Source: an optimization exercise on an open RTL-to-GDS flow (aim: small area, a short achievable clock period and few clock cycles per item). Production flows keep margins and buffers that such runs may drop.
Where RTL was checked, it was by simulation tests only, not by an equivalence proof against the original.
Only the layout flow was run in runs 2 and 5 to 7; the RTL was not checked for function there.
No activity file was given, so power comes from the tool's default toggle rates.

File: flow/design.v
`default_nettype none
package alu_pkg;
	typedef enum logic [5:0] {
		ADD   = 6'h20,
		ADDI  = 6'h21,
		SUB   = 6'h22,
		NAND  = 6'h23,
		AND   = 6'h24,
		ANDI  = 6'h25,
		SRL   = 6'h26,
		SLL   = 6'h27,
		XOR   = 6'h28,
		NO_OP = 6'h3F
	} alu_op_e;
	typedef enum logic [1:0] {
		IDLE = 2'd0,
		RUN  = 2'd1,
		DONE = 2'd2
	} lane_state_e;
endpackage
`default_nettype wire
`default_nettype none
module alu_exec (
	input  logic                  clk,
	input  logic                  arst_n,
	input  logic                  in_valid,
	input  logic [5:0]            in_op,
	input  logic [32-1:0] in_a,
	input  logic [32-1:0] in_b,
	output logic                  out_valid,
	output logic [32-1:0] out_result,
	output logic                  flag_n,
	output logic                  flag_z,
	output logic                  flag_v
);
	localparam int W = 32;
	logic [3:0] f;
	logic       legal;
	logic       arith;
	logic       sub;
	logic       shift;
	logic       sll;
	logic       lxor;
	logic       land;
	logic [W-1:0] x_d;
	logic [W-1:0] y_d;
	assign f     = in_op[3:0];
	assign legal = in_valid & (in_op[5:4] == 2'b10) & (~f[3] | (f[2:0] == 3'b000));
	assign arith = ~f[3] & ~f[2] & ~(f[1] & f[0]);    
	assign sub   = f[1] & ~f[2] & ~f[0];              
	assign shift = f[2] & f[1];                       
	assign sll   = f[0];                              
	assign lxor  = f[3];                              
	assign land  = f[2] & ~f[1];                      
	logic [W-1:0] ab_x;
	logic [W-1:0] ab_a;
	logic [W-1:0] a_rev;
	logic [W-1:0] a_rev16;
	logic [W-1:0] a_16;
	assign ab_x = in_a ^ in_b;
	assign ab_a = in_a & in_b;
	always_comb begin
		for (int i = 0; i < W; i++)
			a_rev[i] = in_a[W-1-i];
	end
	assign a_16    = in_a >> 16;
	assign a_rev16 = a_rev >> 16;
	logic sel_x;      
	logic sel_xn;     
	logic sel_and;    
	logic sel_nand;   
	logic sel_r0;     
	logic sel_r16;    
	logic sel_l0;     
	logic sel_l16;    
	logic gen_add;    
	logic gen_sub;    
	assign sel_x    = (arith & ~sub) | lxor;
	assign sel_xn   = sub;
	assign sel_and  = land;
	assign sel_nand = ~arith & ~land & ~shift & ~lxor;
	assign sel_r0   = shift & ~sll & ~in_b[4];
	assign sel_r16  = shift & ~sll &  in_b[4];
	assign sel_l0   = shift &  sll & ~in_b[4];
	assign sel_l16  = shift &  sll &  in_b[4];
	assign gen_add  = legal & arith & ~sub;
	assign gen_sub  = legal & sub;
	logic [W-1:0] grp_add;
	logic [W-1:0] grp_sub;
	logic [W-1:0] g_add;
	logic [W-1:0] g_sub;
	assign g_add = ab_a;
	assign g_sub = {in_a[W-1:1] & ~in_b[W-1:1], in_a[0] | ~in_b[0]};
	always_comb begin
		for (int i = 0; i < W; i += 4) begin
			grp_add[i]   = g_add[i];
			grp_add[i+1] = g_add[i+1] | (ab_x[i+1] & g_add[i]);
			grp_add[i+2] = g_add[i+2];
			grp_add[i+3] = g_add[i+3] | (ab_x[i+3] & g_add[i+2])
			             | (ab_x[i+3] & ab_x[i+2] & grp_add[i+1]);
			grp_sub[i]   = g_sub[i];
			grp_sub[i+1] = g_sub[i+1] | (~ab_x[i+1] & g_sub[i]);
			grp_sub[i+2] = g_sub[i+2];
			grp_sub[i+3] = g_sub[i+3] | (~ab_x[i+3] & g_sub[i+2])
			             | (~ab_x[i+3] & ~ab_x[i+2] & grp_sub[i+1]);
		end
	end
	always_comb begin
		x_d = ({W{sel_x}}    &  ab_x)
		    | ({W{sel_xn}}   & ~ab_x)
		    | ({W{sel_and}}  &  ab_a)
		    | ({W{sel_nand}} & ~ab_a)
		    | ({W{sel_r0}}   &  in_a)
		    | ({W{sel_r16}}  &  a_16)
		    | ({W{sel_l0}}   &  a_rev)
		    | ({W{sel_l16}}  &  a_rev16);
		y_d = ({W{gen_add}} & grp_add)
		    | ({W{gen_sub}} & grp_sub);
		x_d[0] = (arith | lxor) ? ab_x[0] : x_d[0];
	end
	logic         s2_valid;
	logic         s2_arith;
	logic         s2_sel_x;    
	logic         s2_sel_r;    
	logic         s2_sel_l;    
	logic         s2_we;
	logic [W-1:0] s2_x;    
	logic [W-1:0] s2_y;    
	logic [3:0]   s2_s4;   
	logic [3:0]   s2_s1;   
	always_ff @(posedge clk or negedge arst_n) begin
		if (!arst_n)
			s2_valid <= 1'b0;
		else
			s2_valid <= legal;
	end
	always_ff @(posedge clk) begin
		s2_arith <= arith;
		s2_sel_x <= ~shift;
		s2_sel_r <= shift & ~sll;
		s2_sel_l <= shift & sll;
		s2_we    <= legal & ~shift;
		s2_x     <= x_d;
		s2_y     <= y_d;
		s2_s4    <= 4'b0001 << in_b[3:2];
		s2_s1    <= 4'b0001 << in_b[1:0];
	end
	logic [7:0] gq;
	logic [7:0] pq;
	logic [7:0] cq;    
	logic [7:0] gt [0:3];
	logic [7:0] pt [0:3];
	always_comb begin
		for (int q = 0; q < 8; q++) begin
			gq[q] = s2_y[4*q+3];
			pq[q] = &s2_x[4*q +: 4];
		end
		gt[0] = gq;
		pt[0] = pq;
		for (int l = 0; l < 3; l++) begin
			gt[l+1] = gt[l];
			pt[l+1] = pt[l];
			for (int q = 0; q < 8; q++) begin
				if (((q >> l) & 1) == 1) begin
					int j;
					j = ((q >> l) << l) - 1;
					gt[l+1][q] = gt[l][q] | (pt[l][q] & gt[l][j]);
					pt[l+1][q] = pt[l][q] & pt[l][j];
				end
			end
		end
		cq = {gt[3][6:0], 1'b0};
	end
	logic [W-1:0] k0;
	logic [W-1:0] k1;
	logic [W:0]   c;    
	always_comb begin
		for (int q = 0; q < 8; q++) begin
			for (int cin = 0; cin < 2; cin++) begin
				logic [3:0] k;
				k[0] = 1'(cin);
				k[1] = s2_y[4*q]   | (s2_x[4*q] & k[0]);
				k[2] = s2_y[4*q+1] | (s2_x[4*q+1] & s2_x[4*q] & k[0]);
				k[3] = s2_y[4*q+2] | (s2_x[4*q+2] & k[2]);
				if (cin == 0) k0[4*q +: 4] = k;
				else          k1[4*q +: 4] = k;
			end
		end
		for (int i = 0; i < W; i++)
			c[i] = cq[i/4] ? k1[i] : k0[i];
		c[W] = gq[7] | (pq[7] & cq[7]);
	end
	logic [W-1:0] sh4;
	logic [W-1:0] sh1;
	logic [W-1:0] m;
	logic [W-1:0] result;
	always_comb begin
		sh4 = '0;
		sh1 = '0;
		for (int k = 0; k < 4; k++)
			sh4 = sh4 | ({W{s2_s4[k]}} & (s2_x >> (4 * k)));
		for (int k = 0; k < 4; k++)
			sh1 = sh1 | ({W{s2_s1[k]}} & (sh4 >> k));
		for (int i = 0; i < W; i++)
			m[i] = (s2_sel_x & s2_x[i]) | (s2_sel_r & sh1[i]) | (s2_sel_l & sh1[W-1-i]);
	end
	always_comb begin
		for (int i = 0; i < W; i++)
			result[i] = cq[i/4] ? (m[i] ^ k1[i]) : (m[i] ^ k0[i]);
	end
	logic [W-1:0] t;
	logic         z_sum;
	assign t     = s2_x | s2_y;
	assign z_sum = ~s2_x[0] & (s2_x[1] == s2_y[0]) & &(~(s2_x[W-1:2] ^ t[W-2:1]));
	always_ff @(posedge clk or negedge arst_n) begin
		if (!arst_n) begin
			out_valid <= 1'b0;
			flag_n    <= 1'b0;
			flag_z    <= 1'b0;
			flag_v    <= 1'b0;
		end else begin
			out_valid <= s2_valid;
			flag_n <= (s2_we ? m[W-1] : flag_n) ^ c[W-1];
			if (s2_we)
				flag_z <= s2_arith ? z_sum : (s2_x == '0);
			flag_v <= (s2_we ? 1'b0 : flag_v) ^ c[W] ^ c[W-1];
		end
	end
	always_ff @(posedge clk) begin
		out_result <= result;
	end
endmodule
`default_nettype wire
File: flow/flow/run.sh
#!/bin/bash
# Standard layout, with the port buffers made plain buffers rather than
# the delay cells buffer_ports picks by default.
export BUFFER_PORTS_ARGS="-buffer_cell sky130_fd_sc_hd__buf_2"
bash standard.sh > standard.log 2>&1
File: flow/standard.sh
#!/bin/bash
# synth_recipe.tcl (not shown) runs the flow's synth.tcl, then flattens the netlist and writes it again
# the make line also repeats each setting of config.mk as NAME=value (left out here)
make -C /OpenROAD-flow-scripts/flow DESIGN_CONFIG=/design/flow/config.mk WORK_HOME=/design/flow/orfs CLKGATE_MAP_FILE= SYNTH_SCRIPT=/design/flow/synth_recipe.tcl "${@:-finish}"
File: flow/config.mk
export PLATFORM = sky130hd
export DESIGN_NAME = alu_exec
export DESIGN_NICKNAME = alu_exec
export VERILOG_FILES = /design/flow/design.v
export SDC_FILE = /design/flow/constraint.sdc
export NUM_CORES = 4
export LEC_CHECK = 0
export CAP_MARGIN = 20
export CORE_MARGIN = 2
export CORE_UTILIZATION = 40
export CTS_BUF_LIST = sky130_fd_sc_hd__clkbuf_8
export CTS_CLUSTER_DIAMETER = 100
export CTS_CLUSTER_SIZE = 30
export SETUP_SLACK_MARGIN = 3.4
export SLEW_MARGIN = 20
File: flow/constraint.sdc
create_clock -name core_clock -period 5.5 [get_ports {clk}]
set_input_delay 1.1000 -clock core_clock [delete_from_list [all_inputs] [get_ports {clk}]]
set_output_delay 1.1000 -clock core_clock [all_outputs]
set_load 0.01 [all_outputs]
==> run_results.csv, run 1 <==
group,metric,value,unit
worst_setup_path,r2r_end,"flag_z",
global_routing,grt.total_usage,0.287,
pwr,clkPwrFrac,0.291,
worst_setup_path,rr_worst_depth,6,
place,port-buffer-count,108,
pwr,p_leak,4.10,nW
worst_setup_path,crit_buf_inv,1,
routing,remaining_drc_errors,0,
cts,cts_buffers,17,
routing,ant_nets,0,
timing,slew_violations,0,
synthesis,synth-xor-area-share,0.0585,
synthesis,synth_simple_gate_area_share,0.121,
synthesis,postSynth.asyncResetShare,0.0439,
pwr,comb_power_share,0.281,
worst_setup_path,cpLargestDelayFamily,"flip-flops",
worst_setup_path,cp_max_fo,2,
synthesis,ys_warn_count,3,
synthesis,synth_cell_types,53,
cts,cts_tree,"yes",
pwr,power.density,265,nW/um^2
timing,fin_setup_tns,0,ps
die,die_y,147,um
timing,final-hold-violation-count,0,
global_routing,grt_overflow,0,
cts,cts-root-buf,"clkbuf_8",
global_routing,grt_max_degree,37,
synthesis,synth_top_family_by_area,"compound AO/OA/AOI/OAI gates",
timing,finalCritPeriodShare,0.378,
timing,whs,361,ps
pwr,switching_share,0.383,
synthesis,ys_ff_latch,114,
die,die_w,147,um
synthesis,synthFlopType,"dfxtp_1",
worst_setup_path,required,4400,ps
routing,wl_per_cell,23.1,um
min_path,min-delay-start,"s2_valid",
synthesis,synth_seq_area_share,0.280,
cts,htreeDepth,4,
worst_setup_path,start_kind,"flip-flop",
worst_setup_path,end_kind,"primary output",
die,rows,52,
min_path,hold_depth,0,
cts,clk_pin_slew,70,ps
worst_setup_path,crit_chain,"buf_2",
worst_setup_path,worstPathArrival,980,ps
routing,wirelength,31800,um
synthesis,synth-compound-area-share,0.352,
synthesis,netlist_area,8230,um^2
routing,first_pass_iters,9,
die,core,20200,um^2
cts,cts_hold_buf,0,
place,dpl_cell_area,8920,um^2
synthesis,synth_nets,1156,
routing,vias,8885,
timing,rsz0062_at_grt,"yes",
timing,finClkSkew,12.7,ps
pwr,power_frac_seq,0.428,
die,start_util,0.407,
finish,final_core_util,0.485,
place,dp_slack,2330,ps
timing,setup_ws,3420,ps
cts,clock_latency,470,ps
synthesis,postSynthCellCount,1019,
global_routing,grt_pass1_wl,47600,um
worst_setup_path,cpMaxStageDelayCell,"dfrtp_1",
cts,cts_sinks,114,
min_path,min_to,"out_valid",
finish,final_area,9820,um^2
outcome,outcome,"finished clean",
timing,clock.fmax,0.481,GHz
finish,fin_nets,1228,
finish,syn2layout_area_growth,19.3,%
timing,worst_slew_pin_slew,692,ps
timing,setup_viol,0,
synthesis,muxShareOfSynthArea,0.0158,
min_path,min_path_type,"reg2reg",
pwr,ir_drop,137,uV
worst_setup_path,r2r_start,"s2_x[20]",
pwr,p_sw,0.997,mW
timing,min_period,2080,ps
synthesis,syn_area_per_cell,8.07,um^2
timing,max_slew_margin,0.539,
finish,drive_gt1_frac,0.227,
worst_setup_path,slowest_delay,380,ps
synthesis,yosys.area_share.adder,0.0973,
finish,layout_common_cells,"buf_2, nor2_1, dfxtp_1",
worst_setup_path,regToRegSetupSlack,3440,ps
synthesis,synth_enable_flop_cells,0,
place,gp_congestion,0.939,
finish,n_antenna_cell,0,
place,dp_hpwl,21600,um
finish,final_common_cell,"buf_2",
cts,ctsLongestPathBuffers,2,
global_routing,grt_pass1_vias,8077,
worst_setup_path,criticalPathCategory,"reg2out",
routing,drt-initial-drc-count,1527,
die,pin_count,109,
run,maxCapViolations,0,
routing,vias_per_cell,6.47,
global_routing,grt_antenna_before_repair,0,
pwr,p_int,1.61,mW
die,die-area,21700,um^2
[state kept, by name (all words and copies together) (netlist names), 4 cells and up]
name        cells
s2_x           32
s2_s4           4
out_result     32
s2_s1           4
s2_y           32
[final cells by class]
cell class                 instances  area [um^2]
tap                              270          338
clock buffer                      17          234
clock inverter                    15          135
inverter                          69          259
multi-input combinational        750         5600
sequential                       114         2370
fill                            1963        10400
timing repair buffer             139          885
[cells in the mapped netlist (all sizes together) (4+ instances only)]
cell	count	area (um^2)
nand3	16	80.1
a21oi	55	275
nor3	4	20.0
a21o	9	67.6
nand4	10	62.6
o21bai	12	90.1
a22o	34	298
xor2	27	236
nor4	11	68.8
dfrtp	5	125
a221oi	32	280
or3	6	37.5
a222oi	46	460
o2bb2ai	6	52.6
a31oi	6	37.5
a22oi	63	473
o21ai	64	320
mux2i	13	130
ha	64	801
o22ai	11	68.8
dfxtp	109	2180
and2	5	31.3
nor2b	7	43.8
nand2	64	240
nor2	84	315
o211ai	16	120
clkbuf	72	270
buf	17	85.1
o221ai	14	123
xnor2	28	245
o2111ai	6	52.6
inv	69	259
[metal layers]
metal	share of wire	GRT usage
met1	0.40	0.391
met2	0.44	0.435
met3	0.11	0.0537
met4	0.044	0.146
met5	0	0
[kinds of logic after synthesis]
kind of cell             Yosys count
AO/OA/AOI/OAI                    394
XOR/XNOR                          55
flip-flops                       114
buffers and inverters            158
AND/OR/NAND/NOR                  221
multiplexers                      13
adder cells (fa/ha/maj)           64
[repair_timing]
item	in CTS	in global routing
pin swaps	9	11
resized for setup	40	35
setup buffers	16	10
endpoints found under the setup margin	87	66
gates cloned	3	0
[worst max path at each step]
stage             start        to  slack (ps)  depth (start not counted)
2_1_floorplan  in_op[4]   s2_y[3]        3300                          5
3_3_place_gp   in_op[1]  s2_x[30]        2390                          6
3_5_place_dp   in_op[1]  s2_x[30]        2330                          6
4_1_cts          flag_n    flag_n        3400                          1
5_1_grt         in_b[4]   s2_y[7]        3330                          8
6_report         flag_n    flag_n        3420                          1
[power by group through the flow]
stage | logic, mW | registers (mW) | clock network (mW)
final | 0.733 | 1.12 | 0.757
after global routing | 0.795 | 1.12 | 0.804
after CTS | 0.690 | 1.10 | 0.766
after detailed placement | 0.663 | 1.12 | 0
after global placement | 0.658 | 1.12 | 0
after floorplan | 0.526 | 0.993 | 0
[per-stage QoR]
stage,power [mW],std cells
floorplan,1.52,1019
global placement,1.78,1313
detailed placement,1.78,1313
CTS,2.56,1364
global route,2.72,1374
finish,2.61,1374
Testbench counts, summed over its fixed seeds: cycles 16,008, ops 15,552.
==> run 2, diff against run 1 <==
--- a/flow/design.v
+++ b/flow/design.v
@@ -119,7 +119,6 @@
 		x_d[0] = (arith | lxor) ? ab_x[0] : x_d[0];
 	end
 	logic         s2_valid;
-	logic         s2_arith;
 	logic         s2_sel_x;    
 	logic         s2_sel_r;    
 	logic         s2_sel_l;    
@@ -135,7 +134,6 @@
 			s2_valid <= legal;
 	end
 	always_ff @(posedge clk) begin
-		s2_arith <= arith;
 		s2_sel_x <= ~shift;
 		s2_sel_r <= shift & ~sll;
 		s2_sel_l <= shift & sll;
@@ -222,7 +220,7 @@
 			out_valid <= s2_valid;
 			flag_n <= (s2_we ? m[W-1] : flag_n) ^ c[W-1];
 			if (s2_we)
-				flag_z <= s2_arith ? z_sum : (s2_x == '0);
+				flag_z <= z_sum;
 			flag_v <= (s2_we ? 1'b0 : flag_v) ^ c[W] ^ c[W-1];
 		end
 	end
==> run 2 against run 1 <==
Compared with the run above:
- register-to-register slack is essentially flat
- utilization shrank 0.085 points
- total power shrank 2.3%
- flip-flop and latch count shrank 1
- clock power grew 2.6%
- sequential share of layout area grew 0.12 points
- final cell count grew 1.4%
- non-clock buffer count grew 4
- critical path type is now in2reg
- largest cell class unchanged
- largest power group unchanged
==> run_results.csv, run 2 <==
group,metric,value,unit
routing,drt-initial-drc-count,1507,
cts,cts_buffers,17,
routing,vias_per_cell,6.35,
finish,seqCellArea,2370,um^2
worst_setup_path,criticalPathCategory,"in2reg",
pwr,clkPwrFrac,0.305,
timing,fin_setup_tns,0,ps
routing,wl_per_cell,22.3,um
outcome,outcome,"finished clean",
pwr,switching_share,0.364,
place,port-buffer-count,108,
die,core,20200,um^2
routing,wirelength,31100,um
finish,final_core_util,0.484,
pwr,p_leak,4.14,nW
die,rows,52,
timing,max_slew_margin,0.584,
synthesis,syn_area_per_cell,7.94,um^2
routing,vias,8841,
min_path,min_path_type,"reg2reg",
finish,multi_input_area,5490,um^2
routing,first_pass_iters,11,
global_routing,grt_pass1_wl,46500,um
synthesis,yosysTopAreaCell,"dfxtp_1",
synthesis,synth_cell_types,57,
cts,cts_hold_buf,0,
synthesis,yosys.cell_count.top_type,"dfxtp_1",
global_routing,grt_max_degree,33,
pwr,power.density,261,nW/um^2
synthesis,synthFlopType,"dfxtp_1",
cts,clk_pin_slew,70,ps
timing,slew_violations,0,
die,die_y,147,um
worst_setup_path,cpLargestDelayFamily,"simple AND/OR/NAND/NOR gates",
die,start_util,0.407,
synthesis,synth_top_area_frac,0.263,
worst_setup_path,start_kind,"primary input",
cts,cts-root-buf,"clkbuf_8",
synthesis,synthTopCellsByCount,"dfxtp_1, nor2_1, nand2_1",
die,pin_count,109,
worst_setup_path,crit_buf_inv,2,
place,gp_congestion,0.965,
cts,cts_tree,"yes",
worst_setup_path,end_kind,"flip-flop",
finish,fin_nets,1247,
finish,drive_gt1_frac,0.216,
die,die_w,147,um
finish,n_antenna_cell,0,
synthesis,synth_nets,1170,
routing,remaining_drc_errors,0,
synthesis,postSynthCellCount,1033,
pwr,p_int,1.62,mW
synthesis,postSynth.asyncResetShare,0.0442,
timing,setup_viol,0,
die,die-area,21700,um^2
timing,clock.fmax,0.456,GHz
worst_setup_path,cpMaxStageDelayCell,"or4_4",
timing,finalCritPeriodShare,0.398,
finish,final_area,9770,um^2
global_routing,grt_overflow,0,
global_routing,grt_pass1_vias,8118,
synthesis,ys_top_cells_by_area,"dfxtp_1, ha_1, a22oi_1",
finish,syn2layout_area_growth,19.1,%
worst_setup_path,crit_chain,"buf_16, o31ai_4, nand4b_1, buf_4, or4_4, o22ai_1",
timing,final-hold-violation-count,0,
routing,ant_nets,0,
synthesis,ys_ff_latch,113,
finish,layout_common_cells,"buf_2, nor2_1, nand2_1",
place,dpl_cell_area,8790,um^2
global_routing,grt_antenna_before_repair,0,
finish,nFillCells,2034,
synthesis,synth_enable_flop_cells,0,
timing,finClkSkew,15.5,ps
pwr,power_frac_seq,0.425,
pwr,ir_drop,119,uV
finish,top_regs,"out_result (32), s2_x (32), s2_y (32)",
worst_setup_path,cp_max_fo,8,
run,maxCapViolations,0,
timing,worst_slew_pin_slew,624,ps
cts,cts_sinks,113,
pwr,p_sw,0.926,mW
cts,ctsLongestPathBuffers,2,
global_routing,grt.total_usage,0.278,
pwr,comb_power_share,0.270,
place,dp_hpwl,21500,um
synthesis,ys_warn_count,3,
pwr,finalPower,2.55,mW
worst_setup_path,slowest_delay,600,ps
synthesis,synth_seq_area_share,0.279,
synthesis,netlist_area,8210,um^2
timing,rsz0062_at_grt,"yes",
worst_setup_path,worstPathArrival,2580,ps
worst_setup_path,required,5890,ps
cts,clock_latency,470,ps
cts,htreeDepth,4,
finish,final_common_cell,"buf_2",
timing,min_period,2190,ps
run 2: logic make-up (layout without fill, tap and decap cells):
group           count (synthesis)  after routing  share of synthesized area
simple gates                  252            255                      0.136
xor+xnor                       55             55                     0.0587
compound gates                392            392                      0.349
fa+ha+maj                      64             64                     0.0976
buf+inv                       155            242                     0.0775
mux                             2              2                    0.00244
flops                         113            113                      0.279
run 2: stage by stage:
stage	cells	hold WS, ps	setup slack, ps
detailed placement	1330	335	2380
floorplan	1033	331	2910
finish	1393	349	3310
CTS	1386	351	3340
global placement	1330	333	2450
global route	1393	362	3260
run 2: worst paths after layout:
kind / from / cells past startpoint / slack (ps) / end
min reg2reg: s2_valid / 0 / 350 / out_valid
max reg2reg: s2_x[23] / 6 / 3450 / flag_v
min: s2_valid / 0 / 350 / out_valid
min in group asynchronous: arst_n / 1 / 430 / flag_z
max in group asynchronous: arst_n / 1 / 4940 / out_valid
max: in_op[1] / 6 / 3310 / s2_y[1]
run 2: repair_timing:
item                       in CTS  in global routing
pin swaps                      17                  3
resized for setup              67                 35
gates cloned                    3                  3
setup endpoints to repair     100                 61
setup buffers                  21                  4
run 2: final cells by class:
class | count | area share
inverters | 67 | 0.0257
flip-flops and latches | 113 | 0.243
repair buffers | 143 | 0.0945
well taps | 270 | 0.0346
multi-input cells | 768 | 0.562
clock inverters | 11 | 0.0109
clock buffers | 21 | 0.0296
run 2: power by group through the flow:
stage / sequential (mW) / clock [mW] / combinational [mW]
floorplan: 0.972 / 0 / 0.504
global placement: 1.08 / 0 / 0.630
detailed placement: 1.08 / 0 / 0.635
CTS: 1.07 / 0.789 / 0.665
global route: 1.09 / 0.824 / 0.753
finish: 1.08 / 0.777 / 0.688
run 2: metal layers:
metal / global-route usage / vias to the layer above / part of all wire
li1: - / 4041 / -
met1: 0.379 / 4075 / 0.41
met2: 0.428 / 632 / 0.45
met3: 0.0472 / 93 / 0.10
met4: 0.129 / 0 / 0.032
met5: 0 / - / 0
==> run 3, diff against run 2 <==
--- a/flow/design.v
+++ b/flow/design.v
@@ -119,6 +119,7 @@
 		x_d[0] = (arith | lxor) ? ab_x[0] : x_d[0];
 	end
 	logic         s2_valid;
+	logic         s2_arith;
 	logic         s2_sel_x;    
 	logic         s2_sel_r;    
 	logic         s2_sel_l;    
@@ -134,6 +135,7 @@
 			s2_valid <= legal;
 	end
 	always_ff @(posedge clk) begin
+		s2_arith <= arith;
 		s2_sel_x <= ~shift;
 		s2_sel_r <= shift & ~sll;
 		s2_sel_l <= shift & sll;
@@ -220,7 +222,7 @@
 			out_valid <= s2_valid;
 			flag_n <= (s2_we ? m[W-1] : flag_n) ^ c[W-1];
 			if (s2_we)
-				flag_z <= z_sum;
+				flag_z <= s2_arith ? z_sum : (s2_x == '0);
 			flag_v <= (s2_we ? 1'b0 : flag_v) ^ c[W] ^ c[W-1];
 		end
 	end
--- a/flow/config.mk
+++ b/flow/config.mk
@@ -9,7 +9,5 @@
 export CORE_MARGIN = 2
 export CORE_UTILIZATION = 40
 export CTS_BUF_LIST = sky130_fd_sc_hd__clkbuf_8
-export CTS_CLUSTER_DIAMETER = 100
-export CTS_CLUSTER_SIZE = 30
-export SETUP_SLACK_MARGIN = 3.4
+export SETUP_SLACK_MARGIN = 3.5
 export SLEW_MARGIN = 20
==> run 3 against run 2 <==
Compared with the run above:
- register-to-register slack better by 30 ps
- cell area is 4.4% higher
- utilization is 2.0 points higher
- count of clock-buffer cells in the layout is 3 lower
- largest cell class unchanged
- fmax is 5.2% higher
- synthesized cell count is 1.4% lower
- clock skew is 3.9 ps higher
- combinational power is 14% higher
- worst hold slack better by 1.0 ps
- non-clock buffer count is 10 higher
- critical endpoint is now flag_z
==> run_results.csv, run 3 <==
group,metric,value,unit
cts,cts_buffers,17,
die,die_w,147,um
routing,first_pass_iters,10,
timing,setup_ws,3420,ps
routing,wl_per_cell,23.4,um
worst_setup_path,crit_chain,"buf_2",
worst_setup_path,worstPathArrival,980,ps
place,dpl_cell_area,8970,um^2
worst_setup_path,slowest_delay,380,ps
timing,slew_violations,0,
finish,layout_common_cells,"buf_2, nor2_1, inv_1",
timing,finalCritPeriodShare,0.379,
cts,ctsLongestPathBuffers,2,
finish,final_cells,1388,
global_routing,grt.total_usage,0.293,
die,pin_count,109,
timing,finClkSkew,19.4,ps
min_path,min_to,"out_valid",
die,die_y,147,um
worst_setup_path,required,4400,ps
finish,drive_gt1_frac,0.268,
routing,ant_nets,0,
finish,top_regs,"out_result (32), s2_x (32), s2_y (32)",
timing,fin_setup_tns,0,ps
pwr,finalPower,2.70,mW
synthesis,ys_warn_count,3,
pwr,p_leak,4.22,nW
pwr,power.density,264,nW/um^2
worst_setup_path,criticalPathCategory,"reg2out",
cts,clk_pin_slew,70,ps
cts,cts-root-buf,"clkbuf_8",
timing,worst_slew_pin_slew,669,ps
place,port-buffer-count,108,
synthesis,postSynth.asyncResetShare,0.0439,
min_path,min-delay-start,"s2_valid",
worst_setup_path,r2r_start,"s2_x[9]",
synthesis,synth_nets,1156,
place,dp_slack,2310,ps
cts,cts_hold_buf,0,
timing,rsz0062_at_grt,"yes",
worst_setup_path,cp_max_fo,2,
min_path,min_path_type,"reg2reg",
outcome,outcome,"finished clean",
synthesis,synth_top_area_frac,0.265,
worst_setup_path,rr_worst_depth,6,
finish,n_antenna_cell,0,
global_routing,met1_usage,0.396,
die,die-area,21700,um^2
worst_setup_path,start_kind,"flip-flop",
worst_setup_path,r2r_end,"out_result[19]",
finish,fin_nets,1242,
worst_setup_path,crit_buf_inv,1,
synthesis,yosysTopAreaCell,"dfxtp_1",
routing,vias_per_cell,6.53,
synthesis,postSynthCellCount,1019,
synthesis,synthFlopType,"dfxtp_1",
synthesis,synth_cell_types,53,
synthesis,ys_ff_latch,114,
global_routing,use_met3,0.0590,
global_routing,met2_usage,0.449,
die,core,20200,um^2
place,dp_hpwl,22000,um
synthesis,synthTopCellsByCount,"dfxtp_1, nor2_1, clkbuf_1",
timing,min_period,2080,ps
finish,final_common_cell,"buf_2",
routing,vias,9059,
cts,cts_sinks,114,
die,start_util,0.407,
cts,htreeDepth,4,
global_routing,grt_antenna_before_repair,0,
worst_setup_path,end_kind,"primary output",
global_routing,grt_pass1_vias,8382,
synthesis,yosys.cell_count.top_type,"dfxtp_1",
place,gp_congestion,0.894,
global_routing,grt.busiest_layer,"met2",
timing,final-hold-violation-count,0,
cts,clock_latency,470,ps
global_routing,grt_pass1_wl,49000,um
timing,setup_viol,0,
finish,final_area,10200,um^2
finish,syn2layout_area_growth,24.0,%
timing,clock.fmax,0.480,GHz
worst_setup_path,cpLargestDelayFamily,"flip-flops",
synthesis,synth_seq_area_share,0.280,
pwr,ir_drop,145,uV
run,maxCapViolations,0,
die,rows,52,
worst_setup_path,regToRegSetupSlack,3480,ps
routing,remaining_drc_errors,0,
global_routing,grt_overflow,0,
global_routing,grt_max_degree,37,
synthesis,synth_enable_flop_cells,0,
timing,whs,350,ps
synthesis,syn_area_per_cell,8.07,um^2
routing,wirelength,32500,um
synthesis,netlist_area,8230,um^2
synthesis,ys_top_cells_by_area,"dfxtp_1, ha_1, a22oi_1",
worst_setup_path,cpMaxStageDelayCell,"dfrtp_1",
routing,drt-initial-drc-count,1531,
min_path,hold_depth,0,
timing,max_slew_margin,0.554,
place,dp.cells,1311,
cts,cts_tree,"yes",
finish,final_core_util,0.504,
## run 3: cell families (layout without fill, tap and decap cells)
| group | count (synthesis) | after routing | synth area share |
|---|---|---|---|
| AND/OR/NAND/NOR | 221 | 224 | 0.121 |
| buffers and inverters | 158 | 254 | 0.0747 |
| flip-flops | 114 | 114 | 0.280 |
| AO/OA/AOI/OAI | 394 | 394 | 0.352 |
| XOR/XNOR | 55 | 55 | 0.0585 |
| adder cells (fa/ha/maj) | 64 | 64 | 0.0973 |
| multiplexers | 13 | 13 | 0.0158 |
## run 3: metal layers
layer,up-vias,part of all wire
met5,-,0
met4,0,0.045
li1,4049,-
met2,659,0.44
met3,125,0.11
met1,4226,0.41
## run 3: final cells by class
cell class / instances / area (um^2)
fill: 1915 / 10000
multi-input combinational: 750 / 5700
sequential: 114 / 2410
timing repair buffer: 153 / 1080
tap: 270 / 338
inverter: 69 / 275
clock buffer: 18 / 248
clock inverter: 14 / 141
## run 3: worst max-delay path by stage
stage / slack (ps) / to / depth (start not counted) / from
3_5_place_dp: 2310 / s2_x[30] / 6 / in_op[1]
2_1_floorplan: 3300 / s2_y[3] / 5 / in_op[4]
4_1_cts: 3400 / flag_n / 1 / flag_n
3_3_place_gp: 2350 / s2_x[30] / 6 / in_op[1]
5_1_grt: 3370 / out_result[12] / 7 / s2_x[22]
6_report: 3420 / flag_z / 1 / flag_z
## run 3: where the power goes
group | total (mW) | leakage [nW] | switching, mW | internal [mW]
combinational | 0.782 | 3.05 | 0.419 | 0.363
clock | 0.791 | 0.190 | 0.381 | 0.410
sequential | 1.12 | 0.979 | 0.194 | 0.929
## run 3: repair_timing
action,in CTS,in global routing
setup endpoints to repair,131,101
pin swaps,10,29
cloned,3,0
setup buffers,28,14
hold endpoints to repair,0,0
gates resized for setup,76,56
Testbench counts of run 3, summed over its fixed seeds: cycles 16,008, ops 15,552.
==> run 4, diff against run 3 <==
--- a/flow/config.mk
+++ b/flow/config.mk
@@ -9,5 +9,5 @@
 export CORE_MARGIN = 2
 export CORE_UTILIZATION = 40
 export CTS_BUF_LIST = sky130_fd_sc_hd__clkbuf_8
-export SETUP_SLACK_MARGIN = 3.5
+export SETUP_SLACK_MARGIN = 3.3
 export SLEW_MARGIN = 20
==> run 4 against run 3 <==
Compared with the run above:
- still clean
- cell area down 5.2%
- non-clock buffer count shrank 19
- total power rose by 0.75%
- register-to-register slack got worse by 150 ps
- via count is 1.8% lower
- critical endpoint is now s2_x[13]
==> run_results.csv, run 4 <==
group,metric,value,unit
outcome,outcome,"finished clean",
timing,rsz0062_at_grt,"yes",
finish,multi_input_area,5450,um^2
die,rows,52,
run,maxCapViolations,0,
finish,n_antenna_cell,0,
worst_setup_path,required,5840,ps
worst_setup_path,start_kind,"primary input",
global_routing,grt_overflow,0,
synthesis,yosysTopAreaCell,"dfxtp_1",
routing,first_pass_iters,12,
cts,htreeDepth,4,
synthesis,syn_area_per_cell,8.07,um^2
routing,ant_nets,0,
global_routing,grt_pass1_wl,47700,um
place,dpl_cell_area,8850,um^2
pwr,power.density,281,nW/um^2
timing,clock.fmax,0.458,GHz
synthesis,ys_ff_latch,114,
finish,layout_common_cells,"buf_2, dfxtp_1, nor2_1",
die,die_w,147,um
worst_setup_path,criticalPathCategory,"in2reg",
place,dp.cells,1312,
die,pin_count,109,
timing,worst_slew_pin_slew,974,ps
place,port-buffer-count,108,
cts,cts-root-buf,"clkbuf_8",
die,core,20200,um^2
finish,nFillCells,1992,
die,die_y,147,um
synthesis,postSynth.asyncResetShare,0.0439,
global_routing,grt.total_usage,0.284,
synthesis,synth_enable_flop_cells,0,
cts,cts_tree,"yes",
min_path,min-delay-start,"s2_valid",
min_path,min_path_type,"reg2reg",
routing,drt-initial-drc-count,1544,
finish,seqCellArea,2350,um^2
synthesis,netlist_area,8230,um^2
timing,setup_viol,0,
synthesis,synthFlopType,"dfxtp_1",
pwr,p_leak,4.08,nW
worst_setup_path,slowest_delay,390,ps
worst_setup_path,r2r_end,"out_result[26]",
worst_setup_path,cp_max_fo,21,
synthesis,synth_cell_types,53,
worst_setup_path,worstPathArrival,2520,ps
routing,remaining_drc_errors,0,
timing,fin_setup_tns,0,ps
synthesis,postSynthCellCount,1019,
routing,vias,8892,
timing,finClkSkew,13.0,ps
finish,final_common_cell,"buf_2",
global_routing,grt_max_degree,36,
synthesis,synth_top_area_frac,0.265,
worst_setup_path,crit_chain,"buf_2, nor2_1, nand3_2, o21ai_0, or3_1",
finish,final_core_util,0.478,
place,gp_congestion,0.900,
finish,final_area,9670,um^2
pwr,finalPower,2.72,mW
min_path,min_to,"out_valid",
cts,ctsLongestPathBuffers,2,
timing,max_slew_margin,0.350,
finish,top_regs,"out_result (32), s2_x (32), s2_y (32)",
synthesis,yosys.cell_count.top_type,"dfxtp_1",
routing,vias_per_cell,6.50,
min_path,hold_depth,0,
global_routing,grt_antenna_before_repair,0,
die,start_util,0.407,
synthesis,synth_nets,1156,
timing,setup_ws,3320,ps
routing,wirelength,31500,um
worst_setup_path,r2r_start,"s2_x[17]",
worst_setup_path,cpMaxStageDelayCell,"buf_2",
timing,finalCritPeriodShare,0.397,
synthesis,synth_seq_area_share,0.280,
synthesis,ys_top_cells_by_area,"dfxtp_1, ha_1, a22oi_1",
finish,final_cells,1369,
finish,fin_nets,1223,
place,dp_slack,2430,ps
cts,cts_buffers,17,
timing,final-hold-violation-count,0,
synthesis,synthTopCellsByCount,"dfxtp_1, nor2_1, clkbuf_1",
cts,cts_sinks,114,
finish,drive_gt1_frac,0.197,
global_routing,grt_pass1_vias,8078,
finish,syn2layout_area_growth,17.5,%
timing,slew_violations,0,
worst_setup_path,end_kind,"flip-flop",
worst_setup_path,rr_worst_depth,5,
die,die-area,21700,um^2
place,dp_hpwl,21400,um
timing,min_period,2180,ps
cts,cts_hold_buf,0,
timing,whs,355,ps
cts,clk_pin_slew,70,ps
worst_setup_path,regToRegSetupSlack,3330,ps
pwr,ir_drop,129,uV
cts,clock_latency,460,ps
synthesis,ys_warn_count,3,
routing,wl_per_cell,23.0,um
-- run 4: cell counts after synthesis --
Identical to the previous run, type by type.
-- run 4: what timing repair did --
action,4_1_cts,5_1_grt
pin swaps,7,7
endpoints found under the setup margin,81,56
setup buffers,11,11
gates cloned,3,0
resized for setup,23,22
-- run 4: report_power, final --
group	switching [mW]	leakage, nW	total [mW]	internal, mW
clock	0.381	0.227	0.898	0.517
combinational	0.388	2.88	0.697	0.309
sequential	0.198	0.972	1.12	0.922
total	0.967	4.08	2.72	1.75
-- run 4: critical path, delay by kind of cell --
family / cells / cell delay [ps]
simple gates: 3 / 870
buf+inv: 1 / 390
compound gates: 1 / 140
-- run 4: cell type report --
cell class | instances | share of cell area
Timing Repair Buffer | 134 | 0.0850
Tap cell | 270 | 0.0349
Clock buffer | 19 | 0.0270
Multi-Input combinational cell | 750 | 0.564
Inverter | 69 | 0.0268
Sequential cell | 114 | 0.243
Clock inverter | 13 | 0.0192
-- run 4: kinds of logic after synthesis --
| logic type | share of synthesized area |
|---|---|
| adder cells (fa/ha/maj) | 0.0973 |
| buffers and inverters | 0.0747 |
| AND/OR/NAND/NOR | 0.121 |
| AO/OA/AOI/OAI | 0.352 |
| multiplexers | 0.0158 |
| flip-flops | 0.280 |
| XOR/XNOR | 0.0585 |
-- run 4: worst max-delay path by stage --
| stage | depth (start not counted) | slack (ps) | to | start |
|---|---|---|---|---|
| 5_1_grt | 5 | 3260 | s2_x[15] | in_op[3] |
| 6_report | 5 | 3320 | s2_x[13] | in_op[3] |
| 4_1_cts | 6 | 3310 | out_result[26] | s2_x[13] |
| 3_3_place_gp | 5 | 2180 | s2_x[17] | in_op[1] |
| 2_1_floorplan | 7 | 3290 | s2_x[10] | in_op[2] |
| 3_5_place_dp | 5 | 2430 | s2_y[27] | in_op[1] |
-- run 4: per-layer routing --
| metal | vias up | global-route usage | wire length (um) |
|---|---|---|---|
| li1 | 3999 | - | - |
| met1 | 4183 | 0.400 | 13300 |
| met2 | 629 | 0.437 | 13900 |
| met3 | 81 | 0.0463 | 3270 |
| met4 | 0 | 0.111 | 1090 |
| met5 | - | 0 | 0 |
==> run 5, diff against run 4 <==
--- a/flow/design.v
+++ b/flow/design.v
@@ -83,8 +83,8 @@
 	assign sel_r16  = shift & ~sll &  in_b[4];
 	assign sel_l0   = shift &  sll & ~in_b[4];
 	assign sel_l16  = shift &  sll &  in_b[4];
-	assign gen_add  = legal & arith & ~sub;
-	assign gen_sub  = legal & sub;
+	assign gen_add  = ~f[3] & ~f[2] & ~f[1];          
+	assign gen_sub  = ~f[2] & f[1] & ~f[0];           
 	logic [W-1:0] grp_add;
 	logic [W-1:0] grp_sub;
 	logic [W-1:0] g_add;
@@ -173,7 +173,7 @@
 	end
 	logic [W-1:0] k0;
 	logic [W-1:0] k1;
-	logic [W:0]   c;    
+	logic [W-1:0] c;    
 	always_comb begin
 		for (int q = 0; q < 8; q++) begin
 			for (int cin = 0; cin < 2; cin++) begin
@@ -188,7 +188,6 @@
 		end
 		for (int i = 0; i < W; i++)
 			c[i] = cq[i/4] ? k1[i] : k0[i];
-		c[W] = gq[7] | (pq[7] & cq[7]);
 	end
 	logic [W-1:0] sh4;
 	logic [W-1:0] sh1;
@@ -212,6 +211,14 @@
 	logic         z_sum;
 	assign t     = s2_x | s2_y;
 	assign z_sum = ~s2_x[0] & (s2_x[1] == s2_y[0]) & &(~(s2_x[W-1:2] ^ t[W-2:1]));
+	logic n0;
+	logic n1;
+	logic v0;
+	logic v1;
+	assign n0 = s2_we ? (m[W-1] ^ k0[W-1]) : flag_n;
+	assign n1 = s2_we ? (m[W-1] ^ k1[W-1]) : flag_n;
+	assign v0 = s2_we ? (gq[7] ^ k0[W-1]) : flag_v;
+	assign v1 = s2_we ? ((gq[7] | pq[7]) ^ k1[W-1]) : flag_v;
 	always_ff @(posedge clk or negedge arst_n) begin
 		if (!arst_n) begin
 			out_valid <= 1'b0;
@@ -220,10 +227,10 @@
 			flag_v    <= 1'b0;
 		end else begin
 			out_valid <= s2_valid;
-			flag_n <= (s2_we ? m[W-1] : flag_n) ^ c[W-1];
+			flag_n <= cq[7] ? n1 : n0;
+			flag_v <= cq[7] ? v1 : v0;
 			if (s2_we)
 				flag_z <= s2_arith ? z_sum : (s2_x == '0);
-			flag_v <= (s2_we ? 1'b0 : flag_v) ^ c[W] ^ c[W-1];
 		end
 	end
 	always_ff @(posedge clk) begin
--- a/flow/config.mk
+++ b/flow/config.mk
@@ -8,6 +8,5 @@
 export CAP_MARGIN = 20
 export CORE_MARGIN = 2
 export CORE_UTILIZATION = 40
-export CTS_BUF_LIST = sky130_fd_sc_hd__clkbuf_8
-export SETUP_SLACK_MARGIN = 3.3
+export SETUP_SLACK_MARGIN = 3.4
 export SLEW_MARGIN = 20
==> run 5 against run 4 <==
Compared with the run above:
- still clean
- combinational power increased by 23%
- count of clock-buffer cells in the layout rose by 3
- clock skew shrank 2.6 ps
- fmax is 3.8% higher
- final cell count increased by 3.2%
- worst hold slack got worse by 12 ps
==> run_results.csv, run 5 <==
group,metric,value,unit
synthesis,synth_top_area_frac,0.254,
cts,cts-root-buf,"clkbuf_16",
timing,slew_violations,0,
pwr,ir_drop,160,uV
global_routing,grt_pass1_wl,48500,um
synthesis,syn_area_per_cell,8.20,um^2
routing,remaining_drc_errors,0,
timing,finalCritPeriodShare,0.382,
place,dp.cells,1342,
finish,drive_gt1_frac,0.241,
timing,clock.fmax,0.476,GHz
pwr,clkPwrFrac,0.354,
synthesis,synth_enable_flop_cells,0,
finish,syn2layout_area_growth,22.4,%
cts,htreeDepth,4,
synthesis,synth_cell_types,53,
routing,wirelength,32600,um
run,maxCapViolations,0,
finish,layout_common_cells,"buf_2, dfxtp_1, inv_1",
timing,max_slew_margin,0.209,
routing,first_pass_iters,9,
cts,cts_hold_buf,0,
finish,final_common_cell,"buf_2",
routing,drt-initial-drc-count,1297,
routing,vias_per_cell,6.49,
die,rows,53,
outcome,outcome,"finished clean",
synthesis,synth-compound-area-share,0.331,
finish,final_area,10500,um^2
place,port-buffer-count,108,
die,pin_count,109,
worst_setup_path,start_kind,"primary input",
synthesis,synth_top_family_by_area,"compound AO/OA/AOI/OAI gates",
worst_setup_path,criticalPathCategory,"in2reg",
worst_setup_path,end_kind,"flip-flop",
synthesis,netlist_area,8590,um^2
routing,vias,9168,
cts,clock_latency,430,ps
synthesis,ys_warn_count,3,
synthesis,synth_nets,1185,
global_routing,grt_pass1_vias,8232,
synthesis,postSynth.asyncResetShare,0.0439,
finish,top_regs,"out_result (32), s2_x (32), s2_y (32)",
cts,ctsLongestPathBuffers,2,
synthesis,muxShareOfSynthArea,0.0537,
timing,worst_slew_pin_slew,1190,ps
worst_setup_path,cp_max_fo,5,
synthesis,yosys.cell_count.top_type,"dfxtp_1",
die,core,21100,um^2
pwr,p_leak,4.49,nW
timing,fin_setup_tns,0,ps
synthesis,ys_top_cells_by_area,"dfxtp_1, ha_1, a222oi_1",
pwr,comb_power_share,0.278,
pwr,p_sw,1.06,mW
timing,rsz0062_at_grt,"yes",
die,start_util,0.408,
synthesis,yosys.area_share.adder,0.0932,
timing,setup_viol,0,
pwr,power_frac_seq,0.368,
synthesis,synth_simple_gate_area_share,0.121,
min_path,min_path_type,"reg2reg",
routing,ant_nets,0,
finish,seqCellArea,2360,um^2
cts,cts_sinks,114,
global_routing,grt_overflow,0,
synthesis,synthTopCellsByCount,"dfxtp_1, clkbuf_1, inv_1",
synthesis,ys_ff_latch,114,
die,die-area,22700,um^2
global_routing,grt_antenna_before_repair,0,
pwr,power.density,293,nW/um^2
die,die_w,151,um
finish,final_cells,1413,
finish,nFillCells,2054,
timing,finClkSkew,10.4,ps
routing,wl_per_cell,23.0,um
worst_setup_path,worstPathArrival,2420,ps
cts,cts_buffers,17,
pwr,p_int,2.02,mW
global_routing,grt.total_usage,0.283,
place,dp_hpwl,22200,um
finish,fin_nets,1262,
synthesis,synth_seq_area_share,0.268,
finish,n_antenna_cell,0,
cts,clk_pin_slew,60,ps
finish,multi_input_area,5860,um^2
synthesis,yosysTopAreaCell,"dfxtp_1",
synthesis,postSynthCellCount,1048,
pwr,switching_share,0.345,
timing,final-hold-violation-count,0,
place,gp_congestion,0.917,
timing,whs,342,ps
global_routing,grt_max_degree,60,
timing,min_period,2100,ps
cts,cts_tree,"yes",
worst_setup_path,required,5820,ps
place,dpl_cell_area,9260,um^2
synthesis,synth-xor-area-share,0.0540,
synthesis,synthFlopType,"dfxtp_1",
die,die_y,151,um
-- run 5: final cells by class --
cell class,instances,share of cell area
Timing Repair Buffer,154,0.103
Clock inverter,10,0.0103
Tap cell,275,0.0327
Clock buffer,22,0.0441
Sequential cell,114,0.224
Inverter,79,0.0282
Multi-Input combinational cell,759,0.557
-- run 5: metrics by stage --
stage | util | power (mW) | worst slack, ps
6_report | 0.499 | 3.08 | 3400
5_1_grt | 0.499 | 3.20 | 3320
4_1_cts | 0.484 | 3.03 | 3400
3_5_place_dp | 0.439 | 1.91 | 2050
3_3_place_gp | 0.439 | 1.90 | 2100
2_1_floorplan | - | 1.62 | 3080
-- run 5: worst paths after layout --
path / slack [ps] / endpoint / from / cells after the start
worst min-delay path: 340 / out_valid / s2_valid / 0
worst max-delay path: 3400 / s2_x[1] / in_a[14] / 4
worst min register to register: 340 / out_valid / s2_valid / 0
min in group asynchronous: 470 / flag_z / arst_n / 1
worst max register to register: 3400 / out_result[18] / s2_s4[0] / 7
max in group asynchronous: 4890 / s2_valid / arst_n / 1
-- run 5: repair_timing --
action | in CTS | in global routing
endpoints found under the hold margin | 0 | 0
buffers inserted | 16 | 19
gates cloned | 3 | 1
resized for setup | 49 | 41
pin swaps | 8 | 26
setup endpoints to repair | 89 | 64
-- run 5: cell families (layout without fill, tap and decap cells) --
family	Yosys count	count (layout)
AOI/OAI and AO/OA	385	385
xor gates and xnor gates	53	53
adders and majority gates	64	64
buffers and inverters	176	265
DFF	114	114
muxes	28	28
and+or+nand+nor	228	229
-- run 5: critical path, stage by stage --
cell and delay (ps):
buf_2 160, mux4_2 510, mux4_2 480, a21o_1 170
-- run 5: power by group through the flow --
stage	sequential (mW)	clock, mW	combinational (mW)
2_1_floorplan	1.02	0	0.595
3_3_place_gp	1.14	0	0.763
3_5_place_dp	1.14	0	0.769
4_1_cts	1.12	1.09	0.813
5_1_grt	1.14	1.13	0.928
6_report	1.13	1.09	0.855
-- run 5: per-layer routing --
layer | vias to the layer above | global-route usage | share of wire
li1 | 4142 | - | -
met1 | 4343 | 0.390 | 0.41
met2 | 598 | 0.438 | 0.44
met3 | 85 | 0.0427 | 0.10
met4 | 0 | 0.122 | 0.041
met5 | - | 0 | 0
==> run 6, diff against run 5 <==
--- a/flow/design.v
+++ b/flow/design.v
@@ -83,8 +83,8 @@
 	assign sel_r16  = shift & ~sll &  in_b[4];
 	assign sel_l0   = shift &  sll & ~in_b[4];
 	assign sel_l16  = shift &  sll &  in_b[4];
-	assign gen_add  = ~f[3] & ~f[2] & ~f[1];          
-	assign gen_sub  = ~f[2] & f[1] & ~f[0];           
+	assign gen_add  = legal & arith & ~sub;
+	assign gen_sub  = legal & sub;
 	logic [W-1:0] grp_add;
 	logic [W-1:0] grp_sub;
 	logic [W-1:0] g_add;
@@ -173,7 +173,7 @@
 	end
 	logic [W-1:0] k0;
 	logic [W-1:0] k1;
-	logic [W-1:0] c;    
+	logic [W:0]   c;    
 	always_comb begin
 		for (int q = 0; q < 8; q++) begin
 			for (int cin = 0; cin < 2; cin++) begin
@@ -188,6 +188,7 @@
 		end
 		for (int i = 0; i < W; i++)
 			c[i] = cq[i/4] ? k1[i] : k0[i];
+		c[W] = gq[7] | (pq[7] & cq[7]);
 	end
 	logic [W-1:0] sh4;
 	logic [W-1:0] sh1;
@@ -211,27 +212,26 @@
 	logic         z_sum;
 	assign t     = s2_x | s2_y;
 	assign z_sum = ~s2_x[0] & (s2_x[1] == s2_y[0]) & &(~(s2_x[W-1:2] ^ t[W-2:1]));
-	logic n0;
-	logic n1;
-	logic v0;
-	logic v1;
-	assign n0 = s2_we ? (m[W-1] ^ k0[W-1]) : flag_n;
-	assign n1 = s2_we ? (m[W-1] ^ k1[W-1]) : flag_n;
-	assign v0 = s2_we ? (gq[7] ^ k0[W-1]) : flag_v;
-	assign v1 = s2_we ? ((gq[7] | pq[7]) ^ k1[W-1]) : flag_v;
+	logic flags_ok;
+	logic hold_n;
+	logic hold_z;
+	logic hold_v;
 	always_ff @(posedge clk or negedge arst_n) begin
 		if (!arst_n) begin
 			out_valid <= 1'b0;
-			flag_n    <= 1'b0;
-			flag_z    <= 1'b0;
-			flag_v    <= 1'b0;
+			flags_ok  <= 1'b0;
 		end else begin
 			out_valid <= s2_valid;
-			flag_n <= cq[7] ? n1 : n0;
-			flag_v <= cq[7] ? v1 : v0;
-			if (s2_we)
-				flag_z <= s2_arith ? z_sum : (s2_x == '0);
-		end
+			flags_ok  <= 1'b1;
+		end
+	end
+	assign hold_n = flags_ok & flag_n;
+	assign hold_z = flags_ok & flag_z;
+	assign hold_v = flags_ok & flag_v;
+	always_ff @(posedge clk) begin
+		flag_n <= (s2_we ? m[W-1] : hold_n) ^ c[W-1];
+		flag_z <= s2_we ? (s2_arith ? z_sum : (s2_x == '0)) : hold_z;
+		flag_v <= (s2_we ? 1'b0 : hold_v) ^ c[W] ^ c[W-1];
 	end
 	always_ff @(posedge clk) begin
 		out_result <= result;
==> flow/flow/run.sh (replaced) <==
#!/bin/bash
# Standard layout with two changes:
# - the port buffers are plain buf_1 cells rather than the delay cells
#   buffer_ports picks by default;
# - clock tree synthesis runs with its standard arguments but without dummy
#   loads.
export BUFFER_PORTS_ARGS="-buffer_cell sky130_fd_sc_hd__buf_1"
export CTS_ARGS="-sink_clustering_enable -repair_clock_nets -buf_list sky130_fd_sc_hd__clkbuf_8 -dont_use_dummy_load"
bash standard.sh > standard.log 2>&1
--- a/flow/config.mk
+++ b/flow/config.mk
@@ -8,5 +8,6 @@
 export CAP_MARGIN = 20
 export CORE_MARGIN = 2
 export CORE_UTILIZATION = 40
+export CTS_BUF_LIST = sky130_fd_sc_hd__clkbuf_8
 export SETUP_SLACK_MARGIN = 3.4
 export SLEW_MARGIN = 20
==> run 6 against run 5 <==
Compared with the run above:
- global-route usage down 1.0 points
- sequential share of layout area up 1.8 points
- wire length down 4.0%
- final cell count down 0.85%
- flip-flop and latch count up 1
- area after synthesis down 3.8%
- clock power down 47%
- non-clock buffer count down 5
- total power down 24%
- critical path depth up 6
- utilization down 1.9 points
- synthesized cell count up 0.48%
- critical endpoint is now s2_y[2]
- highest routed layer unchanged
==> run_results.csv, run 6 <==
group,metric,value,unit
outcome,outcome,"finished clean",
die,core,20200,um^2
routing,wirelength,31300,um
routing,met1_length,12900,um
cts,clock_latency,460,ps
cts,cts_hold_buf,0,
die,die_y,148,um
timing,finalCritPeriodShare,0.402,
synthesis,yosys.cell_count.top_type,"dfxtp_1",
routing,first_pass_iters,10,
timing,final-hold-violation-count,0,
global_routing,grt_max_degree,33,
routing,drt-initial-drc-count,1436,
timing,rsz0062_at_grt,"yes",
worst_setup_path,cp_max_fo,20,
synthesis,ys_top_cells_by_area,"dfxtp_1, ha_1, a22oi_1",
synthesis,yosysTopAreaCell,"dfxtp_1",
place,dp_hpwl,21000,um
global_routing,grt_pass1_wl,46100,um
finish,final_cells,1401,
worst_setup_path,start_kind,"primary input",
die,pin_count,109,
synthesis,synthTopCellsByCount,"dfxtp_1, nand2_1, o21ai_0",
worst_setup_path,criticalPathCategory,"in2reg",
timing,min_period,2210,ps
routing,vias,8946,
place,dp.cells,1346,
synthesis,postSynthCellCount,1053,
synthesis,netlist_area,8270,um^2
place,port-buffer-count,108,
synthesis,synth_cell_types,57,
min_path,min_path_type,"reg2reg",
synthesis,ys_warn_count,3,
routing,wl_per_cell,22.3,um
timing,clock.fmax,0.452,GHz
place,gp_congestion,0.909,
timing,fin_setup_tns,0,ps
synthesis,synth_seq_area_share,0.280,
cts,cts_tree,"yes",
finish,drive_gt1_frac,0.118,
synthesis,synth_top_area_frac,0.271,
run,maxCapViolations,0,
die,rows,52,
global_routing,grt.total_usage,0.272,
finish,n_antenna_cell,0,
routing,remaining_drc_errors,0,
global_routing,grt_pass1_vias,7939,
synthesis,syn_area_per_cell,7.85,um^2
timing,worst_slew_pin_slew,1120,ps
finish,final_core_util,0.480,
synthesis,ys_ff_latch,115,
worst_setup_path,worstPathArrival,2550,ps
synthesis,postSynth.asyncResetShare,0.0261,
place,dp_slack,1850,ps
pwr,ir_drop,152,uV
die,die_w,148,um
finish,fin_nets,1270,
cts,cts_buffers,17,
routing,vias_per_cell,6.39,
synthesis,synthFlopType,"dfxtp_1",
finish,layout_common_cells,"nand2_1, buf_1, dfxtp_1",
routing,dr.max_layer_used,"met4",
cts,htreeDepth,4,
routing,met3_wirelength,3260,um
finish,syn2layout_area_growth,17.5,%
routing,wl_met2,13700,um
timing,max_slew_margin,0.255,
worst_setup_path,end_kind,"flip-flop",
worst_setup_path,required,5830,ps
die,start_util,0.408,
timing,finClkSkew,21.4,ps
synthesis,synth_enable_flop_cells,0,
cts,clk_pin_slew,60,ps
synthesis,synth_nets,1190,
pwr,power.density,242,nW/um^2
timing,setup_viol,0,
global_routing,grt_antenna_before_repair,0,
finish,top_regs,"out_result (32), s2_x (32), s2_y (32)",
cts,ctsLongestPathBuffers,2,
cts,cts_sinks,115,
cts,cts-root-buf,"clkbuf_8",
timing,setup_ws,3290,ps
pwr,p_leak,3.91,nW
die,die-area,21800,um^2
routing,ant_nets,0,
timing,slew_violations,0,
global_routing,grt_overflow,0,
## run 6: cell count changes after synthesis, moves of 14 or more
cell	change
o21ai_0	+39
nand2_1	+33
nand3_1	+26
a22oi_1	+25
a211oi_1	-22
nor3_1	-22
inv_1	-16
mux4_2	-14
o211ai_1	-14
## run 6: area by class of cell
type	count	area, um^2
Clock buffer	17	234
Tap cell	270	338
Inverter	63	236
Fill cell	1989	10500
Sequential cell	115	2360
Timing Repair Buffer	149	947
Multi-Input combinational cell	787	5600
## run 6: kinds of logic (layout without fill, tap and decap cells)
| kind of cell | Yosys count | after routing | synth area share |
|---|---|---|---|
| compound gates | 406 | 406 | 0.348 |
| simple gates | 255 | 258 | 0.140 |
| buf+inv | 154 | 229 | 0.0713 |
| flops | 115 | 115 | 0.280 |
| fa+ha+maj | 64 | 64 | 0.0969 |
| xor+xnor | 53 | 53 | 0.0562 |
| mux | 5 | 5 | 0.00606 |
| other cells | 1 | 1 | 0.000454 |
## run 6: critical path: stages
cell	delay, ps
buf_4	280
o31ai_4	110
nand4b_1	130
buf_6	140
buf_4	140
nor2_4	40
buf_12	140
buf_6	110
buf_4	120
a22o_1	220
## run 6: timing repair
item,4_1_cts,5_1_grt
gates resized for setup,76,53
buffers inserted,12,17
cloned,4,5
pin swaps,17,18
endpoints found under the setup margin,100,87
## run 6: final timing paths
path	start	end	slack, ps	cells past startpoint
max	in_op[3]	s2_y[2]	3290	10
min	s2_valid	out_valid	350	0
max reg2reg	s2_x[8]	out_result[27]	3300	6
min reg2reg	s2_valid	out_valid	350	0
max in group asynchronous	arst_n	s2_valid	4900	1
min in group asynchronous	arst_n	out_valid	440	1
## run 6: report_power, final
group / total [mW] / switching, mW / internal, mW
Sequential: 1.10 / 0.180 / 0.922
Combinational: 0.672 / 0.385 / 0.287
Clock: 0.579 / 0.308 / 0.270
Total: 2.35 / 0.874 / 1.48
## run 6: metrics by stage
stage	hold slack, ps	cell area [um^2]	power [mW]
2_1_floorplan	331	8390	1.49
3_3_place_gp	332	8730	1.71
3_5_place_dp	340	8730	1.72
4_1_cts	350	9380	2.32
5_1_grt	359	9720	2.46
6_report	348	9720	2.35
## run 6: metal layers
metal / up-vias / track usage
met4: 0 / 0.130
met3: 98 / 0.0503
met5: - / 0
met1: 4080 / 0.373
li1: 4100 / -
met2: 668 / 0.414
==> run 7, diff against run 6 <==
--- a/flow/design.v
+++ b/flow/design.v
@@ -35,23 +35,19 @@
 );
 	localparam int W = 32;
 	logic [3:0] f;
+	logic       issue;
 	logic       legal;
 	logic       arith;
-	logic       sub;
 	logic       shift;
 	logic       sll;
-	logic       lxor;
-	logic       land;
 	logic [W-1:0] x_d;
 	logic [W-1:0] y_d;
 	assign f     = in_op[3:0];
-	assign legal = in_valid & (in_op[5:4] == 2'b10) & (~f[3] | (f[2:0] == 3'b000));
+	assign issue = in_valid & in_op[5] & ~in_op[4];
+	assign legal = issue & (~f[3] | (f[2:0] == 3'b000));
 	assign arith = ~f[3] & ~f[2] & ~(f[1] & f[0]);    
-	assign sub   = f[1] & ~f[2] & ~f[0];              
 	assign shift = f[2] & f[1];                       
 	assign sll   = f[0];                              
-	assign lxor  = f[3];                              
-	assign land  = f[2] & ~f[1];                      
 	logic [W-1:0] ab_x;
 	logic [W-1:0] ab_a;
 	logic [W-1:0] a_rev;
@@ -75,16 +71,16 @@
 	logic sel_l16;    
 	logic gen_add;    
 	logic gen_sub;    
-	assign sel_x    = (arith & ~sub) | lxor;
-	assign sel_xn   = sub;
-	assign sel_and  = land;
-	assign sel_nand = ~arith & ~land & ~shift & ~lxor;
-	assign sel_r0   = shift & ~sll & ~in_b[4];
-	assign sel_r16  = shift & ~sll &  in_b[4];
-	assign sel_l0   = shift &  sll & ~in_b[4];
-	assign sel_l16  = shift &  sll &  in_b[4];
-	assign gen_add  = legal & arith & ~sub;
-	assign gen_sub  = legal & sub;
+	assign sel_x    = f[3] | (~f[2] & ~f[1]);         
+	assign sel_xn   = ~f[2] & f[1] & ~f[0];           
+	assign sel_and  = f[2] & ~f[1];                   
+	assign sel_nand = ~f[2] & f[1] & f[0];            
+	assign sel_r0   = f[2] & f[1] & ~f[0] & ~in_b[4];
+	assign sel_r16  = f[2] & f[1] & ~f[0] &  in_b[4];
+	assign sel_l0   = f[2] & f[1] &  f[0] & ~in_b[4];
+	assign sel_l16  = f[2] & f[1] &  f[0] &  in_b[4];
+	assign gen_add  = issue & (f[3:1] == 3'b000);
+	assign gen_sub  = issue & (f == 4'd2);
 	logic [W-1:0] grp_add;
 	logic [W-1:0] grp_sub;
 	logic [W-1:0] g_add;
@@ -116,7 +112,7 @@
 		    | ({W{sel_l16}}  &  a_rev16);
 		y_d = ({W{gen_add}} & grp_add)
 		    | ({W{gen_sub}} & grp_sub);
-		x_d[0] = (arith | lxor) ? ab_x[0] : x_d[0];
+		x_d[0] = (sel_x | sel_xn) ? ab_x[0] : x_d[0];
 	end
 	logic         s2_valid;
 	logic         s2_arith;
@@ -212,26 +208,19 @@
 	logic         z_sum;
 	assign t     = s2_x | s2_y;
 	assign z_sum = ~s2_x[0] & (s2_x[1] == s2_y[0]) & &(~(s2_x[W-1:2] ^ t[W-2:1]));
-	logic flags_ok;
-	logic hold_n;
-	logic hold_z;
-	logic hold_v;
 	always_ff @(posedge clk or negedge arst_n) begin
 		if (!arst_n) begin
 			out_valid <= 1'b0;
-			flags_ok  <= 1'b0;
+			flag_n    <= 1'b0;
+			flag_z    <= 1'b0;
+			flag_v    <= 1'b0;
 		end else begin
 			out_valid <= s2_valid;
-			flags_ok  <= 1'b1;
-		end
-	end
-	assign hold_n = flags_ok & flag_n;
-	assign hold_z = flags_ok & flag_z;
-	assign hold_v = flags_ok & flag_v;
-	always_ff @(posedge clk) begin
-		flag_n <= (s2_we ? m[W-1] : hold_n) ^ c[W-1];
-		flag_z <= s2_we ? (s2_arith ? z_sum : (s2_x == '0)) : hold_z;
-		flag_v <= (s2_we ? 1'b0 : hold_v) ^ c[W] ^ c[W-1];
+			flag_n <= (s2_we ? m[W-1] : flag_n) ^ c[W-1];
+			if (s2_we)
+				flag_z <= s2_arith ? z_sum : (s2_x == '0);
+			flag_v <= (s2_we ? 1'b0 : flag_v) ^ c[W] ^ c[W-1];
+		end
 	end
 	always_ff @(posedge clk) begin
 		out_result <= result;
==> flow/flow/run.sh (replaced) <==
#!/bin/bash
# Standard layout, with the port buffers made plain buffers rather than
# the delay cells buffer_ports picks by default.
export BUFFER_PORTS_ARGS="-buffer_cell sky130_fd_sc_hd__buf_2"
bash standard.sh > standard.log 2>&1
--- a/flow/config.mk
+++ b/flow/config.mk
@@ -8,6 +8,5 @@
 export CAP_MARGIN = 20
 export CORE_MARGIN = 2
 export CORE_UTILIZATION = 40
-export CTS_BUF_LIST = sky130_fd_sc_hd__clkbuf_8
 export SETUP_SLACK_MARGIN = 3.4
 export SLEW_MARGIN = 20
==> run 7 against run 6 <==
Compared with the run above:
- critical path depth decreased by 4
- critical path type is now reg2reg
- final cell count grew 1.4%
- synthesized cell count is 1.4% higher
- worst hold slack worse by 1.8 ps
- first-iteration DRC count is 11% lower
- cell area is 4.6% higher
- clock power grew 83%
- still clean on timing, DRC and antenna
- count of clock-buffer cells in the layout up 3
- global-route usage grew 0.70 points
- total power rose by 24%
- sequential power about the same
==> run_results.csv, run 7 <==
group,metric,value,unit
global_routing,grt_max_degree,41,
routing,wirelength,32300,um
cts,clk_pin_slew,60,ps
cts,clock_latency,430,ps
pwr,power.density,286,nW/um^2
pwr,p_int,1.89,mW
timing,final-hold-violation-count,0,
pwr,p_leak,4.36,nW
min_path,hold_depth,0,
synthesis,ys_top_cells_by_area,"dfxtp_1, ha_1, a22oi_1",
global_routing,grt.total_usage,0.279,
pwr,switching_share,0.350,
worst_setup_path,start_kind,"flip-flop",
timing,clock.fmax,0.467,GHz
worst_setup_path,regToRegSetupSlack,3360,ps
die,rows,53,
finish,n_antenna_cell,0,
finish,final_core_util,0.485,
timing,slew_violations,0,
pwr,finalPower,2.91,mW
global_routing,grt_pass1_wl,47900,um
worst_setup_path,r2r_end,"out_result[26]",
synthesis,synthFlopType,"dfxtp_1",
routing,vias,8980,
place,dpl_cell_area,9140,um^2
synthesis,postSynth.asyncResetShare,0.0439,
timing,finalCritPeriodShare,0.389,
worst_setup_path,rr_worst_depth,6,
finish,drive_gt1_frac,0.215,
timing,max_slew_margin,0.227,
die,pin_count,109,
cts,cts_sinks,114,
timing,rsz0062_at_grt,"yes",
finish,final_common_cell,"buf_2",
worst_setup_path,end_kind,"flip-flop",
synthesis,netlist_area,8510,um^2
pwr,p_sw,1.02,mW
global_routing,grt_overflow,0,
synthesis,synth_enable_flop_cells,0,
pwr,comb_power_share,0.253,
pwr,power_frac_seq,0.383,
synthesis,postSynthCellCount,1068,
timing,whs,346,ps
cts,cts-root-buf,"clkbuf_16",
timing,min_period,2140,ps
timing,finClkSkew,7.59,ps
routing,first_pass_iters,9,
finish,top_regs,"out_result (32), s2_x (32), s2_y (32)",
cts,cts_buffers,17,
die,die_y,150,um
worst_setup_path,r2r_start,"s2_x[16]",
worst_setup_path,cp_max_fo,11,
synthesis,synthTopCellsByCount,"dfxtp_1, nand2_1, o21ai_0",
die,die_w,150,um
die,core,21000,um^2
routing,vias_per_cell,6.32,
finish,layout_common_cells,"buf_2, dfxtp_1, a21oi_1",
finish,fin_nets,1269,
routing,wl_per_cell,22.8,um
cts,cts_tree,"yes",
global_routing,grt_pass1_vias,8184,
routing,remaining_drc_errors,0,
die,start_util,0.406,
cts,ctsLongestPathBuffers,2,
place,dp_slack,2210,ps
pwr,clkPwrFrac,0.364,
outcome,outcome,"finished clean",
run,maxCapViolations,0,
synthesis,synth_seq_area_share,0.271,
worst_setup_path,worstPathArrival,2420,ps
synthesis,yosysTopAreaCell,"dfxtp_1",
## run 7: cell types whose count changed after synthesis, sizes merged, moves of 7 or more
cell and delta:
a221oi +18, nor2 +18, a22oi -10, nand2 -25
a21oi +30, o21ai -20, nand3 -12, mux2i +10
buf +12, o22ai +7, clkbuf -13, mux2 +17
a222oi -16
## run 7: cell type report
type,instances,area (um^2)
sequential,114,2360
clock buffer,20,457
timing repair buffer,134,926
inverter,64,243
fill,2078,10800
tap,275,344
multi-input combinational,801,5720
clock inverter,12,110
## run 7: critical path, stage by stage, from the launching register on
cell      delay, ps
dfxtp_1         510
a22oi_1         270
nand2_1         160
a22oi_1         200
nand2_1         100
a222oi_1        600
xor2_1          160
## run 7: timing repair
item	in CTS	in global routing
gates cloned	2	3
endpoints found under the setup margin	99	67
buffers inserted	6	9
resized for setup	39	36
pin swaps	6	10
## run 7: logic make-up (layout without fill, tap and decap cells)
group | count (synthesis) | count (layout) | synth area share
muxes | 32 | 32 | 0.0401
DFF | 114 | 114 | 0.271
xor gates and xnor gates | 54 | 54 | 0.0556
adders and majority gates | 64 | 64 | 0.0941
buffers and inverters | 154 | 230 | 0.0710
AOI/OAI and AO/OA | 413 | 413 | 0.341
and+or+nand+nor | 237 | 238 | 0.127
## run 7: power groups by stage
stage          Combinational (mW)  Clock (mW)  Sequential, mW
3_3_place_gp                0.680           0            1.11
2_1_floorplan               0.544           0           0.992
3_5_place_dp                0.685           0            1.11
6_report                    0.736        1.06            1.11
5_1_grt                     0.805        1.11            1.12
4_1_cts                     0.706        1.07            1.10
## run 7: worst min-delay path by stage
stage,start,slack (ps),to
after floorplan,s2_valid,330,out_valid
after global placement,s2_valid,330,out_valid
after detailed placement,s2_valid,330,out_valid
after CTS,s2_valid,350,out_valid
after global routing,s2_valid,370,out_valid
final,s2_valid,350,out_valid
## run 7: metal layers
layer,GRT usage,wire (um)
met2,0.421,14400
met3,0.0491,3100
met4,0.116,1000
met1,0.393,13900
met5,0,0

Re-timed with assumed drivers on the ports (clkbuf_16 on the clock, buf_2 on other inputs), run 7 has 3.327 ns of setup slack against 3.360 ns with ideal ports, and 2.856 ns once port delays also move by the mid clock arrival of 0.471 ns.
